Source: an optimization exercise on an open RTL-to-GDS flow (aim: small area). Production flows keep margins and buffers that such runs may drop.
The RTL was checked by simulation tests, not by an equivalence proof against the original design.
No driver is modelled on the clock port, so clocking that relies on it looks cheaper here than on a real chip.

== job 6151 ==
==> flow/design.v (excerpt) <==
module conv_acc
(
    input  logic        clk,
    input  logic        arst_n,
    input  logic        wb_cyc,
    input  logic        wb_stb,
    input  logic        wb_we,
    input  logic [1:0]  wb_adr,
    input  logic [31:0] wb_dat_i,
    output logic        wb_ack,
    output logic [31:0] wb_dat_o
);
Size in the first run: about 750 cells after synthesis, ~280 flip-flops, roughly 72 I/O pins, about 12000 um^2 of cells after synthesis.
export LEC_CHECK = 0
export CAP_MARGIN = 5
export CORE_MARGIN = 2
export CORE_UTILIZATION = 70
export SLEW_MARGIN = 5
create_clock -name core_clock -period 7.0 [get_ports {clk}]
standard.sh (not shown) runs the stock make flow with config.mk's settings and CLKGATE_MAP_FILE= SYNTH_SCRIPT=/design/flow/synth_recipe.tcl, a recipe that flattens the netlist after the stock synthesis.
==> flow/flow/run.sh <==
#!/bin/bash
# The standard layout (standard.sh) with these changes:
#  - synthesis maps adders without the Kogge-Stone carry map and skips the
#    early ABC pass inside yosys synth, so the explicit adder tree is
#    extracted into full/half adder cells as written;
#  - the final ABC mapping uses an area-oriented script (flow/area.abc);
#  - ports are buffered with the smallest buffer instead of a delay buffer;
#  - clock tree: small clock buffers, small sink clusters, no dummy loads;
#  - the constant-zero outputs share one tie cell (from synthesis) instead of one each.
# make's full output is in flow.log, each step's in orfs/logs.
set -uo pipefail
here=$PWD
export SYNTH_OPERATIONS_ARGS="-noabc"
export BUFFER_PORTS_ARGS="-buffer_cell sky130_fd_sc_hd__buf_1"
export FLOW_SYNTH_TCL=$here/synth_recipe.tcl
export MY_ABC_SCRIPT=$here/flow/area.abc
export SKIP_REPAIR_TIE_FANOUT=1
export CTS_ARGS="-sink_clustering_enable -repair_clock_nets -dont_use_dummy_load -buf_list sky130_fd_sc_hd__clkbuf_4 -sink_clustering_size 10 -sink_clustering_max_diameter 35"
sed "s#SYNTH_SCRIPT=[^ ]*#SYNTH_SCRIPT=$here/flow/my_synth.tcl#" standard.sh > my_standard.sh
bash my_standard.sh > flow.log 2>&1
==> flow/flow/area.abc <==
&get -n
&st
&dch
&nf -R 1000
&put
buffer -c
topo
stime -c
upsize -c
dnsize -c
==> flow/flow/my_synth.tcl <==
# Wraps the standard flow's synthesis script; only the final ABC mapping script changes
# (area-oriented &dch/&nf mapping of the combinational logic). Registers,
# their names and cell types are left exactly as the standard synthesis.
proc abc {args} {
  set i [lsearch -exact $args -script]
  if {$i >= 0} { lset args [expr {$i + 1}] $::env(MY_ABC_SCRIPT) }
  yosys abc {*}$args
}
source $::env(FLOW_SYNTH_TCL)
diff inputs: job 6151 => job 2550
# job 6151
export LEC_CHECK = 0
export CAP_MARGIN = 5
export CORE_MARGIN = 2
export CORE_UTILIZATION = 70
export SLEW_MARGIN = 5
create_clock -name core_clock -period 7.0 [get_ports {clk}]
# job 2550
export LEC_CHECK = 0
export CAP_MARGIN = 0
export CORE_MARGIN = 2
export CORE_UTILIZATION = 70
export SLEW_MARGIN = 0
create_clock -name core_clock -period 7.0 [get_ports {clk}]
[summary]
Re clock sink count: no difference whatsoever between job 2550 and job 6151.
From job 2550 to job 6151, peak clock frequency supported by timing did not move at all.
Diff job 6151..job 2550 | combined area of all synthesized cells | unchanged
Looking at job 6151 and job 2550, the post-route standard cell area excluding fillers is a wash.
From job 2550 to job 6151, via count of the routed design did not move at all.
For job 5263, these inputs were changed with respect to job 2550:
# job 2550
export LEC_CHECK = 0
export CAP_MARGIN = 0
export CORE_MARGIN = 2
export CORE_UTILIZATION = 70
export SLEW_MARGIN = 0
create_clock -name core_clock -period 7.0 [get_ports {clk}]
# job 5263
export LEC_CHECK = 0
export CAP_MARGIN = 5
export CORE_MARGIN = 2
export CORE_UTILIZATION = 70
export SLEW_MARGIN = 5
create_clock -name core_clock -period 7.0 [get_ports {clk}]
diff --git a/flow/flow/run.sh b/flow/flow/run.sh
--- a/flow/flow/run.sh
+++ b/flow/flow/run.sh
@@ -9 +9,2 @@
-#  - the constant-zero outputs share one tie cell (from synthesis) instead of one each.
+#  - the constant-zero outputs share one tie cell (from synthesis) instead of one each;
+#  - no setup repair at floorplan (ideal clocks there), later stages still repair.
@@ -17,0 +19 @@
+export REMOVE_ABC_BUFFERS=1
==> flow/flow/area.abc <==
&get -n
&st
&dch
&nf -R 1000
&put
Final worst-path cycle share (lower): job 5263
Sequential share of layout area essentially unchanged between job 5263 and job 2550.
Comparing job 5263 with job 2550, the insertion delay to the later sink of the worst-skew pair came out essentially unchanged.
Job 5263: worst hold slack 0.015 ns above job 2550
As far as maximum buffer depth of the clock tree goes, job 2550 and job 5263 are indistinguishable; the numbers are identical.

## static timing again, ports no longer ideal
No port has a modelled driver above. Below, the same layouts with a new extraction and two added sets of constraints. Step 1 (the two cells are an assumption about what drives the block):
set clk [get_ports {clk}]
set_driving_cell -lib_cell sky130_fd_sc_hd__clkbuf_16 $clk
set_driving_cell -lib_cell sky130_fd_sc_hd__buf_2 [delete_from_list [all_inputs] $clk]
Step 2, shift: input delay + t, output delay - t, t = (earliest + latest rising clock arrival at the registers) / 2. This alone moves slack from input paths to output paths. Slacks: ideal / step 1 / step 2; pairs: ideal / step 1.
| run | shift t [ns] | setup slack, ns | worst data-port slew with drivers (ns) |
|---|---|---|---|
| job 6151 | 0.615 | 0.216 / 0.176 / -0.331 | 0.03 |
| job 2550 | 0.615 | 0.216 / 0.176 / -0.331 | 0.03 |
| job 5263 | 0.618 | 0.239 / 0.250 / -0.368 | 0.04 |
Met with ideal ports but missed after step 2: setup timing in every run listed. For job 5263, which loses most, drivers alone change the setup slack by +0.011 ns; drivers and shift together by -0.607 ns.
